Context: an optimization exercise on an open-source flow, tuned for small area. The choices shown serve that exercise and are no tape-out recipe. In this exercise RTL edits were held to simulation tests only and were not proved equivalent to the original.

File: design/flow/config.mk
export PLATFORM = sky130hd
export DESIGN_NAME = map_top
export DESIGN_NICKNAME = map_top
export VERILOG_FILES = /design/flow/design.v
export SDC_FILE = /design/flow/constraint.sdc
export NUM_CORES = 4
export LEC_CHECK = 0
export CAP_MARGIN = 20
export CORE_AREA = 5 5 205 205
export DIE_AREA = 0 0 210 210
export SLEW_MARGIN = 20
File: design/flow/constraint.sdc
create_clock -name core_clock -period 10.0 [get_ports {clk_50MHz}]
set_input_delay 2.0000 -clock core_clock [delete_from_list [all_inputs] [get_ports {clk_50MHz}]]
set_output_delay 2.0000 -clock core_clock [all_outputs]
set_load 0.01 [all_outputs]
File: design/flow/design.v
`timescale 1ns/100ps
package map_pkg;
    localparam int NUM_IRON  = 9;
    localparam int NUM_BRICK = 100;
    localparam int NUM_BLOCK = NUM_BRICK + NUM_IRON;
endpackage
    localparam logic [653:0] BLK_LH = {6'd32, 6'd30, 6'd28, 6'd22, 6'd20, 6'd18, 6'd12, 6'd10, 6'd8, 6'd31, 6'd30, 6'd29, 6'd28, 6'd27, 6'd26, 6'd25, 6'd24, 6'd23, 6'd22, 6'd21, 6'd20, 6'd19, 6'd18, 6'd32, 6'd31, 6'd30, 6'd29, 6'd28, 6'd27, 6'd26, 6'd25, 6'd24, 6'd23, 6'd32, 6'd31, 6'd30, 6'd29, 6'd28, 6'd27, 6'd26, 6'd25, 6'd24, 6'd23, 6'd22, 6'd21, 6'd20, 6'd19, 6'd18, 6'd32, 6'd31, 6'd30, 6'd29, 6'd28, 6'd27, 6'd26, 6'd25, 6'd24, 6'd23, 6'd32, 6'd31, 6'd30, 6'd29, 6'd28, 6'd27, 6'd26, 6'd25, 6'd24, 6'd23, 6'd22, 6'd21, 6'd20, 6'd19, 6'd18, 6'd17, 6'd16, 6'd15, 6'd14, 6'd13, 6'd12, 6'd11, 6'd10, 6'd9, 6'd8, 6'd7, 6'd6, 6'd5, 6'd4, 6'd3, 6'd2, 6'd23, 6'd23, 6'd23, 6'd22, 6'd22, 6'd22, 6'd22, 6'd21, 6'd21, 6'd21, 6'd20, 6'd20, 6'd20, 6'd19, 6'd19, 6'd19, 6'd19, 6'd18, 6'd18, 6'd18};
    localparam logic [653:0] BLK_TH = {6'd16, 6'd16, 6'd16, 6'd16, 6'd16, 6'd16, 6'd16, 6'd16, 6'd16, 6'd22, 6'd22, 6'd22, 6'd22, 6'd22, 6'd22, 6'd22, 6'd22, 6'd22, 6'd22, 6'd22, 6'd22, 6'd22, 6'd22, 6'd18, 6'd18, 6'd18, 6'd18, 6'd18, 6'd18, 6'd18, 6'd18, 6'd18, 6'd18, 6'd14, 6'd14, 6'd14, 6'd14, 6'd14, 6'd14, 6'd14, 6'd14, 6'd14, 6'd14, 6'd14, 6'd14, 6'd14, 6'd14, 6'd14, 6'd10, 6'd10, 6'd10, 6'd10, 6'd10, 6'd10, 6'd10, 6'd10, 6'd10, 6'd10, 6'd6, 6'd6, 6'd6, 6'd6, 6'd6, 6'd6, 6'd6, 6'd6, 6'd6, 6'd6, 6'd6, 6'd6, 6'd6, 6'd6, 6'd6, 6'd6, 6'd6, 6'd6, 6'd6, 6'd6, 6'd6, 6'd6, 6'd6, 6'd6, 6'd6, 6'd6, 6'd6, 6'd6, 6'd6, 6'd6, 6'd6, 6'd25, 6'd26, 6'd27, 6'd24, 6'd25, 6'd26, 6'd27, 6'd23, 6'd24, 6'd25, 6'd23, 6'd24, 6'd25, 6'd24, 6'd25, 6'd26, 6'd27, 6'd25, 6'd26, 6'd27};
    localparam logic [653:0] BLK_SZ = {6'd2, 6'd2, 6'd2, 6'd2, 6'd2, 6'd2, 6'd2, 6'd2, 6'd2, 6'd1, 6'd1, 6'd1, 6'd1, 6'd1, 6'd1, 6'd1, 6'd1, 6'd1, 6'd1, 6'd1, 6'd1, 6'd1, 6'd1, 6'd1, 6'd1, 6'd1, 6'd1, 6'd1, 6'd1, 6'd1, 6'd1, 6'd1, 6'd1, 6'd1, 6'd1, 6'd1, 6'd1, 6'd1, 6'd1, 6'd1, 6'd1, 6'd1, 6'd1, 6'd1, 6'd1, 6'd1, 6'd1, 6'd1, 6'd1, 6'd1, 6'd1, 6'd1, 6'd1, 6'd1, 6'd1, 6'd1, 6'd1, 6'd1, 6'd1, 6'd1, 6'd1, 6'd1, 6'd1, 6'd1, 6'd1, 6'd1, 6'd1, 6'd1, 6'd1, 6'd1, 6'd1, 6'd1, 6'd1, 6'd1, 6'd1, 6'd1, 6'd1, 6'd1, 6'd1, 6'd1, 6'd1, 6'd1, 6'd1, 6'd1, 6'd1, 6'd1, 6'd1, 6'd1, 6'd1, 6'd1, 6'd1, 6'd1, 6'd1, 6'd1, 6'd1, 6'd1, 6'd1, 6'd1, 6'd1, 6'd1, 6'd1, 6'd1, 6'd1, 6'd1, 6'd1, 6'd1, 6'd1, 6'd1, 6'd1};
`timescale 1ns/100ps
module brick_state #(
    parameter int num_brick = 100
) (
    input  logic                 clk_50MHz,
    input  logic                 reset,
    input  logic [num_brick-1:0] brick_kill,
    output logic [num_brick-1:0] brick_dead
);
    always_ff @(posedge clk_50MHz or negedge reset) begin
        if (!reset) begin
            brick_dead <= '0;
        end else begin
            brick_dead <= brick_dead | brick_kill;
        end
    end
endmodule
`timescale 1ns/100ps
import map_pkg::*;
module bullet_collide (
    input  logic [9:0]           bullet_x,
    input  logic [9:0]           bullet_y,
    input  logic [NUM_BRICK-1:0] brick_dead,
    output logic [NUM_BLOCK-1:0] overlap,
    output logic                 any_live
);
    localparam logic [653:0] BLK_LH = {6'd32, 6'd30, 6'd28, 6'd22, 6'd20, 6'd18, 6'd12, 6'd10, 6'd8, 6'd31, 6'd30, 6'd29, 6'd28, 6'd27, 6'd26, 6'd25, 6'd24, 6'd23, 6'd22, 6'd21, 6'd20, 6'd19, 6'd18, 6'd32, 6'd31, 6'd30, 6'd29, 6'd28, 6'd27, 6'd26, 6'd25, 6'd24, 6'd23, 6'd32, 6'd31, 6'd30, 6'd29, 6'd28, 6'd27, 6'd26, 6'd25, 6'd24, 6'd23, 6'd22, 6'd21, 6'd20, 6'd19, 6'd18, 6'd32, 6'd31, 6'd30, 6'd29, 6'd28, 6'd27, 6'd26, 6'd25, 6'd24, 6'd23, 6'd32, 6'd31, 6'd30, 6'd29, 6'd28, 6'd27, 6'd26, 6'd25, 6'd24, 6'd23, 6'd22, 6'd21, 6'd20, 6'd19, 6'd18, 6'd17, 6'd16, 6'd15, 6'd14, 6'd13, 6'd12, 6'd11, 6'd10, 6'd9, 6'd8, 6'd7, 6'd6, 6'd5, 6'd4, 6'd3, 6'd2, 6'd23, 6'd23, 6'd23, 6'd22, 6'd22, 6'd22, 6'd22, 6'd21, 6'd21, 6'd21, 6'd20, 6'd20, 6'd20, 6'd19, 6'd19, 6'd19, 6'd19, 6'd18, 6'd18, 6'd18};
    localparam logic [653:0] BLK_TH = {6'd16, 6'd16, 6'd16, 6'd16, 6'd16, 6'd16, 6'd16, 6'd16, 6'd16, 6'd22, 6'd22, 6'd22, 6'd22, 6'd22, 6'd22, 6'd22, 6'd22, 6'd22, 6'd22, 6'd22, 6'd22, 6'd22, 6'd22, 6'd18, 6'd18, 6'd18, 6'd18, 6'd18, 6'd18, 6'd18, 6'd18, 6'd18, 6'd18, 6'd14, 6'd14, 6'd14, 6'd14, 6'd14, 6'd14, 6'd14, 6'd14, 6'd14, 6'd14, 6'd14, 6'd14, 6'd14, 6'd14, 6'd14, 6'd10, 6'd10, 6'd10, 6'd10, 6'd10, 6'd10, 6'd10, 6'd10, 6'd10, 6'd10, 6'd6, 6'd6, 6'd6, 6'd6, 6'd6, 6'd6, 6'd6, 6'd6, 6'd6, 6'd6, 6'd6, 6'd6, 6'd6, 6'd6, 6'd6, 6'd6, 6'd6, 6'd6, 6'd6, 6'd6, 6'd6, 6'd6, 6'd6, 6'd6, 6'd6, 6'd6, 6'd6, 6'd6, 6'd6, 6'd6, 6'd6, 6'd25, 6'd26, 6'd27, 6'd24, 6'd25, 6'd26, 6'd27, 6'd23, 6'd24, 6'd25, 6'd23, 6'd24, 6'd25, 6'd24, 6'd25, 6'd26, 6'd27, 6'd25, 6'd26, 6'd27};
    localparam logic [653:0] BLK_SZ = {6'd2, 6'd2, 6'd2, 6'd2, 6'd2, 6'd2, 6'd2, 6'd2, 6'd2, 6'd1, 6'd1, 6'd1, 6'd1, 6'd1, 6'd1, 6'd1, 6'd1, 6'd1, 6'd1, 6'd1, 6'd1, 6'd1, 6'd1, 6'd1, 6'd1, 6'd1, 6'd1, 6'd1, 6'd1, 6'd1, 6'd1, 6'd1, 6'd1, 6'd1, 6'd1, 6'd1, 6'd1, 6'd1, 6'd1, 6'd1, 6'd1, 6'd1, 6'd1, 6'd1, 6'd1, 6'd1, 6'd1, 6'd1, 6'd1, 6'd1, 6'd1, 6'd1, 6'd1, 6'd1, 6'd1, 6'd1, 6'd1, 6'd1, 6'd1, 6'd1, 6'd1, 6'd1, 6'd1, 6'd1, 6'd1, 6'd1, 6'd1, 6'd1, 6'd1, 6'd1, 6'd1, 6'd1, 6'd1, 6'd1, 6'd1, 6'd1, 6'd1, 6'd1, 6'd1, 6'd1, 6'd1, 6'd1, 6'd1, 6'd1, 6'd1, 6'd1, 6'd1, 6'd1, 6'd1, 6'd1, 6'd1, 6'd1, 6'd1, 6'd1, 6'd1, 6'd1, 6'd1, 6'd1, 6'd1, 6'd1, 6'd1, 6'd1, 6'd1, 6'd1, 6'd1, 6'd1, 6'd1, 6'd1, 6'd1};
    logic [NUM_BLOCK-1:0] live_ov;
    for (genvar k = 0; k < NUM_BLOCK; k++) begin : g_block
        localparam logic [9:0] X_LO = {BLK_LH[6*k +: 6], 4'd0} - 10'd2;
        localparam logic [9:0] X_HI = {BLK_LH[6*k +: 6] + BLK_SZ[6*k +: 6], 4'd0} - 10'd2;
        localparam logic [9:0] Y_LO = {BLK_TH[6*k +: 6], 4'd0} - 10'd2;
        localparam logic [9:0] Y_HI = {BLK_TH[6*k +: 6] + BLK_SZ[6*k +: 6], 4'd0} - 10'd2;
        assign overlap[k] = (bullet_x >= X_LO) && (bullet_x <= X_HI)
                         && (bullet_y >= Y_LO) && (bullet_y <= Y_HI);
        if (k < NUM_BRICK) begin : g_brick
            assign live_ov[k] = overlap[k] && !brick_dead[k];
        end else begin : g_iron
            assign live_ov[k] = overlap[k];
        end
    end
    assign any_live = |live_ov;
endmodule
`timescale 1ns/100ps
import map_pkg::*;
module block_stop (
    input  logic [9:0]           tank_l,
    input  logic [9:0]           tank_r,
    input  logic [9:0]           tank_t,
    input  logic [9:0]           tank_b,
    input  logic [NUM_BRICK-1:0] brick_dead,
    output logic [NUM_BLOCK-1:0] stop_up,
    output logic [NUM_BLOCK-1:0] stop_down,
    output logic [NUM_BLOCK-1:0] stop_left,
    output logic [NUM_BLOCK-1:0] stop_right
);
    localparam logic [653:0] BLK_LH = {6'd32, 6'd30, 6'd28, 6'd22, 6'd20, 6'd18, 6'd12, 6'd10, 6'd8, 6'd31, 6'd30, 6'd29, 6'd28, 6'd27, 6'd26, 6'd25, 6'd24, 6'd23, 6'd22, 6'd21, 6'd20, 6'd19, 6'd18, 6'd32, 6'd31, 6'd30, 6'd29, 6'd28, 6'd27, 6'd26, 6'd25, 6'd24, 6'd23, 6'd32, 6'd31, 6'd30, 6'd29, 6'd28, 6'd27, 6'd26, 6'd25, 6'd24, 6'd23, 6'd22, 6'd21, 6'd20, 6'd19, 6'd18, 6'd32, 6'd31, 6'd30, 6'd29, 6'd28, 6'd27, 6'd26, 6'd25, 6'd24, 6'd23, 6'd32, 6'd31, 6'd30, 6'd29, 6'd28, 6'd27, 6'd26, 6'd25, 6'd24, 6'd23, 6'd22, 6'd21, 6'd20, 6'd19, 6'd18, 6'd17, 6'd16, 6'd15, 6'd14, 6'd13, 6'd12, 6'd11, 6'd10, 6'd9, 6'd8, 6'd7, 6'd6, 6'd5, 6'd4, 6'd3, 6'd2, 6'd23, 6'd23, 6'd23, 6'd22, 6'd22, 6'd22, 6'd22, 6'd21, 6'd21, 6'd21, 6'd20, 6'd20, 6'd20, 6'd19, 6'd19, 6'd19, 6'd19, 6'd18, 6'd18, 6'd18};
    localparam logic [653:0] BLK_TH = {6'd16, 6'd16, 6'd16, 6'd16, 6'd16, 6'd16, 6'd16, 6'd16, 6'd16, 6'd22, 6'd22, 6'd22, 6'd22, 6'd22, 6'd22, 6'd22, 6'd22, 6'd22, 6'd22, 6'd22, 6'd22, 6'd22, 6'd22, 6'd18, 6'd18, 6'd18, 6'd18, 6'd18, 6'd18, 6'd18, 6'd18, 6'd18, 6'd18, 6'd14, 6'd14, 6'd14, 6'd14, 6'd14, 6'd14, 6'd14, 6'd14, 6'd14, 6'd14, 6'd14, 6'd14, 6'd14, 6'd14, 6'd14, 6'd10, 6'd10, 6'd10, 6'd10, 6'd10, 6'd10, 6'd10, 6'd10, 6'd10, 6'd10, 6'd6, 6'd6, 6'd6, 6'd6, 6'd6, 6'd6, 6'd6, 6'd6, 6'd6, 6'd6, 6'd6, 6'd6, 6'd6, 6'd6, 6'd6, 6'd6, 6'd6, 6'd6, 6'd6, 6'd6, 6'd6, 6'd6, 6'd6, 6'd6, 6'd6, 6'd6, 6'd6, 6'd6, 6'd6, 6'd6, 6'd6, 6'd25, 6'd26, 6'd27, 6'd24, 6'd25, 6'd26, 6'd27, 6'd23, 6'd24, 6'd25, 6'd23, 6'd24, 6'd25, 6'd24, 6'd25, 6'd26, 6'd27, 6'd25, 6'd26, 6'd27};
    localparam logic [653:0] BLK_SZ = {6'd2, 6'd2, 6'd2, 6'd2, 6'd2, 6'd2, 6'd2, 6'd2, 6'd2, 6'd1, 6'd1, 6'd1, 6'd1, 6'd1, 6'd1, 6'd1, 6'd1, 6'd1, 6'd1, 6'd1, 6'd1, 6'd1, 6'd1, 6'd1, 6'd1, 6'd1, 6'd1, 6'd1, 6'd1, 6'd1, 6'd1, 6'd1, 6'd1, 6'd1, 6'd1, 6'd1, 6'd1, 6'd1, 6'd1, 6'd1, 6'd1, 6'd1, 6'd1, 6'd1, 6'd1, 6'd1, 6'd1, 6'd1, 6'd1, 6'd1, 6'd1, 6'd1, 6'd1, 6'd1, 6'd1, 6'd1, 6'd1, 6'd1, 6'd1, 6'd1, 6'd1, 6'd1, 6'd1, 6'd1, 6'd1, 6'd1, 6'd1, 6'd1, 6'd1, 6'd1, 6'd1, 6'd1, 6'd1, 6'd1, 6'd1, 6'd1, 6'd1, 6'd1, 6'd1, 6'd1, 6'd1, 6'd1, 6'd1, 6'd1, 6'd1, 6'd1, 6'd1, 6'd1, 6'd1, 6'd1, 6'd1, 6'd1, 6'd1, 6'd1, 6'd1, 6'd1, 6'd1, 6'd1, 6'd1, 6'd1, 6'd1, 6'd1, 6'd1, 6'd1, 6'd1, 6'd1, 6'd1, 6'd1, 6'd1};
    logic [5:0] lh, rh, th, bh;
    logic l1, r14, t1, b14;
    assign lh = tank_l[9:4];
    assign rh = tank_r[9:4];
    assign th = tank_t[9:4];
    assign bh = tank_b[9:4];
    assign l1  = tank_l[3:0] == 4'd1;
    assign r14 = tank_r[3:0] == 4'd14;
    assign t1  = tank_t[3:0] == 4'd1;
    assign b14 = tank_b[3:0] == 4'd14;
    for (genvar k = 0; k < NUM_BLOCK; k++) begin : g_block
        localparam logic [5:0] LH = BLK_LH[6*k +: 6];
        localparam logic [5:0] TH = BLK_TH[6*k +: 6];
        localparam logic [5:0] SZ = BLK_SZ[6*k +: 6];
        logic live, in_x, in_y;
        if (k < NUM_BRICK) begin : g_brick
            assign live = !brick_dead[k];
        end else begin : g_iron
            assign live = 1'b1;
        end
        assign in_x = (rh <= LH + SZ + 6'd1) && (lh >= LH - 6'd2);
        assign in_y = (bh <= TH + SZ + 6'd1) && (th >= TH - 6'd2);
        assign stop_up[k]    = live && in_x && t1  && (th == TH + SZ);
        assign stop_down[k]  = live && in_x && b14 && (bh == TH - 6'd1);
        assign stop_left[k]  = live && in_y && l1  && (lh == LH + SZ);
        assign stop_right[k] = live && in_y && r14 && (rh == LH - 6'd1);
    end
endmodule
`timescale 1ns/100ps
import map_pkg::*;
module pixel_map (
    input  logic [9:0]           x,
    input  logic [9:0]           y,
    input  logic [NUM_BRICK-1:0] brick_dead,
    output logic [NUM_BRICK-1:0] brick_on,
    output logic [NUM_IRON-1:0]  iron_on,
    output logic                 wall_on
);
    localparam logic [653:0] BLK_LH = {6'd32, 6'd30, 6'd28, 6'd22, 6'd20, 6'd18, 6'd12, 6'd10, 6'd8, 6'd31, 6'd30, 6'd29, 6'd28, 6'd27, 6'd26, 6'd25, 6'd24, 6'd23, 6'd22, 6'd21, 6'd20, 6'd19, 6'd18, 6'd32, 6'd31, 6'd30, 6'd29, 6'd28, 6'd27, 6'd26, 6'd25, 6'd24, 6'd23, 6'd32, 6'd31, 6'd30, 6'd29, 6'd28, 6'd27, 6'd26, 6'd25, 6'd24, 6'd23, 6'd22, 6'd21, 6'd20, 6'd19, 6'd18, 6'd32, 6'd31, 6'd30, 6'd29, 6'd28, 6'd27, 6'd26, 6'd25, 6'd24, 6'd23, 6'd32, 6'd31, 6'd30, 6'd29, 6'd28, 6'd27, 6'd26, 6'd25, 6'd24, 6'd23, 6'd22, 6'd21, 6'd20, 6'd19, 6'd18, 6'd17, 6'd16, 6'd15, 6'd14, 6'd13, 6'd12, 6'd11, 6'd10, 6'd9, 6'd8, 6'd7, 6'd6, 6'd5, 6'd4, 6'd3, 6'd2, 6'd23, 6'd23, 6'd23, 6'd22, 6'd22, 6'd22, 6'd22, 6'd21, 6'd21, 6'd21, 6'd20, 6'd20, 6'd20, 6'd19, 6'd19, 6'd19, 6'd19, 6'd18, 6'd18, 6'd18};
    localparam logic [653:0] BLK_TH = {6'd16, 6'd16, 6'd16, 6'd16, 6'd16, 6'd16, 6'd16, 6'd16, 6'd16, 6'd22, 6'd22, 6'd22, 6'd22, 6'd22, 6'd22, 6'd22, 6'd22, 6'd22, 6'd22, 6'd22, 6'd22, 6'd22, 6'd22, 6'd18, 6'd18, 6'd18, 6'd18, 6'd18, 6'd18, 6'd18, 6'd18, 6'd18, 6'd18, 6'd14, 6'd14, 6'd14, 6'd14, 6'd14, 6'd14, 6'd14, 6'd14, 6'd14, 6'd14, 6'd14, 6'd14, 6'd14, 6'd14, 6'd14, 6'd10, 6'd10, 6'd10, 6'd10, 6'd10, 6'd10, 6'd10, 6'd10, 6'd10, 6'd10, 6'd6, 6'd6, 6'd6, 6'd6, 6'd6, 6'd6, 6'd6, 6'd6, 6'd6, 6'd6, 6'd6, 6'd6, 6'd6, 6'd6, 6'd6, 6'd6, 6'd6, 6'd6, 6'd6, 6'd6, 6'd6, 6'd6, 6'd6, 6'd6, 6'd6, 6'd6, 6'd6, 6'd6, 6'd6, 6'd6, 6'd6, 6'd25, 6'd26, 6'd27, 6'd24, 6'd25, 6'd26, 6'd27, 6'd23, 6'd24, 6'd25, 6'd23, 6'd24, 6'd25, 6'd24, 6'd25, 6'd26, 6'd27, 6'd25, 6'd26, 6'd27};
    localparam logic [653:0] BLK_SZ = {6'd2, 6'd2, 6'd2, 6'd2, 6'd2, 6'd2, 6'd2, 6'd2, 6'd2, 6'd1, 6'd1, 6'd1, 6'd1, 6'd1, 6'd1, 6'd1, 6'd1, 6'd1, 6'd1, 6'd1, 6'd1, 6'd1, 6'd1, 6'd1, 6'd1, 6'd1, 6'd1, 6'd1, 6'd1, 6'd1, 6'd1, 6'd1, 6'd1, 6'd1, 6'd1, 6'd1, 6'd1, 6'd1, 6'd1, 6'd1, 6'd1, 6'd1, 6'd1, 6'd1, 6'd1, 6'd1, 6'd1, 6'd1, 6'd1, 6'd1, 6'd1, 6'd1, 6'd1, 6'd1, 6'd1, 6'd1, 6'd1, 6'd1, 6'd1, 6'd1, 6'd1, 6'd1, 6'd1, 6'd1, 6'd1, 6'd1, 6'd1, 6'd1, 6'd1, 6'd1, 6'd1, 6'd1, 6'd1, 6'd1, 6'd1, 6'd1, 6'd1, 6'd1, 6'd1, 6'd1, 6'd1, 6'd1, 6'd1, 6'd1, 6'd1, 6'd1, 6'd1, 6'd1, 6'd1, 6'd1, 6'd1, 6'd1, 6'd1, 6'd1, 6'd1, 6'd1, 6'd1, 6'd1, 6'd1, 6'd1, 6'd1, 6'd1, 6'd1, 6'd1, 6'd1, 6'd1, 6'd1, 6'd1, 6'd1};
    for (genvar k = 0; k < NUM_BRICK; k++) begin : g_brick
        assign brick_on[k] = !brick_dead[k]
                          && (x[9:4] == BLK_LH[6*k +: 6]) && (y[9:4] == BLK_TH[6*k +: 6]);
    end
    for (genvar i = 0; i < NUM_IRON; i++) begin : g_iron
        localparam int K = NUM_BRICK + i;
        assign iron_on[i] = (x[9:5] == BLK_LH[6*K+1 +: 5]) && (y[9:5] == BLK_TH[6*K+1 +: 5]);
    end
    assign wall_on = !((x >= 10'd32) && (x <= 10'd607) && (y >= 10'd32) && (y <= 10'd447));
endmodule
`timescale 1ns/100ps
import map_pkg::*;
module map_top
#(
    parameter int num_brick          = 100,
    parameter int player_bullet_size = 4
) (
    input  logic                          clk_50MHz,
    input  logic                          reset,
    input  logic [9:0]        x,
    input  logic [9:0]        y,
    input  logic                          refresh_tick,
    input  logic [9:0]        tank_l,
    input  logic [9:0]        tank_r,
    input  logic [9:0]        tank_t,
    input  logic [9:0]        tank_b,
    input  logic [9:0]        enemy_l,
    input  logic [9:0]        enemy_r,
    input  logic [9:0]        enemy_t,
    input  logic [9:0]        enemy_b,
    input  logic [9:0]        bullet_x,
    input  logic [9:0]        bullet_y,
    input  logic [9:0]        enemy_bullet_x,
    input  logic [9:0]        enemy_bullet_y,
    output logic                          hit,
    output logic                          enemy_hit,
    output logic [num_brick+NUM_IRON-1:0] stop_up,
    output logic [num_brick+NUM_IRON-1:0] stop_down,
    output logic [num_brick+NUM_IRON-1:0] stop_left,
    output logic [num_brick+NUM_IRON-1:0] stop_right,
    output logic [num_brick+NUM_IRON-1:0] enemy_stop_up,
    output logic [num_brick+NUM_IRON-1:0] enemy_stop_down,
    output logic [num_brick+NUM_IRON-1:0] enemy_stop_left,
    output logic [num_brick+NUM_IRON-1:0] enemy_stop_right,
    output logic [num_brick-1:0]          brick_on,
    output logic [NUM_IRON-1:0]           iron_on,
    output logic                          wall_on
);
    logic [NUM_BRICK-1:0] brick_dead;
    logic [NUM_BLOCK-1:0] player_ov, enemy_ov;
    logic                 player_any, enemy_any;
    logic [NUM_BRICK-1:0] brick_kill;
    assign brick_kill = refresh_tick ? (player_ov[NUM_BRICK-1:0] | enemy_ov[NUM_BRICK-1:0]) : '0;
    brick_state #(
        .num_brick(NUM_BRICK)
    ) u_brick_state (
        .clk_50MHz  (clk_50MHz),
        .reset      (reset),
        .brick_kill (brick_kill),
        .brick_dead (brick_dead)
    );
    bullet_collide u_player_bullet (
        .bullet_x  (bullet_x),
        .bullet_y  (bullet_y),
        .brick_dead(brick_dead),
        .overlap   (player_ov),
        .any_live  (player_any)
    );
    bullet_collide u_enemy_bullet (
        .bullet_x  (enemy_bullet_x),
        .bullet_y  (enemy_bullet_y),
        .brick_dead(brick_dead),
        .overlap   (enemy_ov),
        .any_live  (enemy_any)
    );
    always_ff @(posedge clk_50MHz or negedge reset) begin
        if (!reset) begin
            hit       <= 1'b0;
            enemy_hit <= 1'b0;
        end else begin
            hit       <= refresh_tick && player_any;
            enemy_hit <= refresh_tick && enemy_any;
        end
    end
    block_stop u_player_stop (
        .tank_l    (tank_l),
        .tank_r    (tank_r),
        .tank_t    (tank_t),
        .tank_b    (tank_b),
        .brick_dead(brick_dead),
        .stop_up   (stop_up),
        .stop_down (stop_down),
        .stop_left (stop_left),
        .stop_right(stop_right)
    );
    block_stop u_enemy_stop (
        .tank_l    (enemy_l),
        .tank_r    (enemy_r),
        .tank_t    (enemy_t),
        .tank_b    (enemy_b),
        .brick_dead(brick_dead),
        .stop_up   (enemy_stop_up),
        .stop_down (enemy_stop_down),
        .stop_left (enemy_stop_left),
        .stop_right(enemy_stop_right)
    );
    pixel_map u_pixel_map (
        .x         (x),
        .y         (y),
        .brick_dead(brick_dead),
        .brick_on  (brick_on),
        .iron_on   (iron_on),
        .wall_on   (wall_on)
    );
endmodule
File: design/flow/flow/run.sh
#!/bin/bash
# The standard layout, with the ports buffered by the smallest buffer instead of the
# default choice. Every tool's output is kept in the ORFS logs and in standard.log.
set -euo pipefail
export BUFFER_PORTS_ARGS="-buffer_cell sky130_fd_sc_hd__buf_1"
bash standard.sh > standard.log 2>&1
File: design/flow/standard.sh
#!/bin/bash
# synth_recipe.tcl (not shown) runs the flow's synth.tcl, then flattens the netlist and writes it again
# the make line also repeats each setting of config.mk as NAME=value (left out here)
make -C /OpenROAD-flow-scripts/flow DESIGN_CONFIG=/design/flow/config.mk WORK_HOME=/design/flow/orfs CLKGATE_MAP_FILE= SYNTH_SCRIPT=/design/flow/synth_recipe.tcl "${@:-finish}"
==> results.txt <==
- Failed at: I/O pin placement (3_2_place_iop)
- Yosys warnings: 2
- Most frequent cells after synthesis: 822 x nor3_1, 333 x nor2_1, 271 x clkbuf_1
- Synth area leaders: nor3_1 24%, dfrtp_1 15%, nor2_1 7.4%, clkbuf_1 6.0%, o22ai_1 5.0%
- Avg Synthesized Cell Area: 5.989 um^2
- Yosys top cell area share: 24.21%
- Yosys cell types: 85
- Yosys reg bits: 102
- Initial Util: 42.86%
- Area leader, netlist: nor3_1
- FP Rows: 73
- Sequential share of the synthesized area: 15.02%
- Asr flop ratio synth: 100.0%
- Syn Inst Count: 2837
- Die X: 210 um
- Error: [ERROR PPL-0024] Number of IO pins (1127) exceeds maximum number of available positions (754). Increase the die perimeter from 840.00um to 1532.72um.
- Post-synth EDFFs: 0
- Synth Net Count: 2980
- Top_reg_cell synth: dfrtp_1
- Die height: 210 um
- Count leader, synth: nor3_1
- Synth Cell Area: 16990 um^2
- Status: stopped before the end
## kinds of logic after synthesis
group,synth area share [%]
and+or+nand+nor,53.17
DFF,15.02
muxes,0.05891
xor gates and xnor gates,0.05156
AOI/OAI and AO/OA,23.68
buffers and inverters,8.012
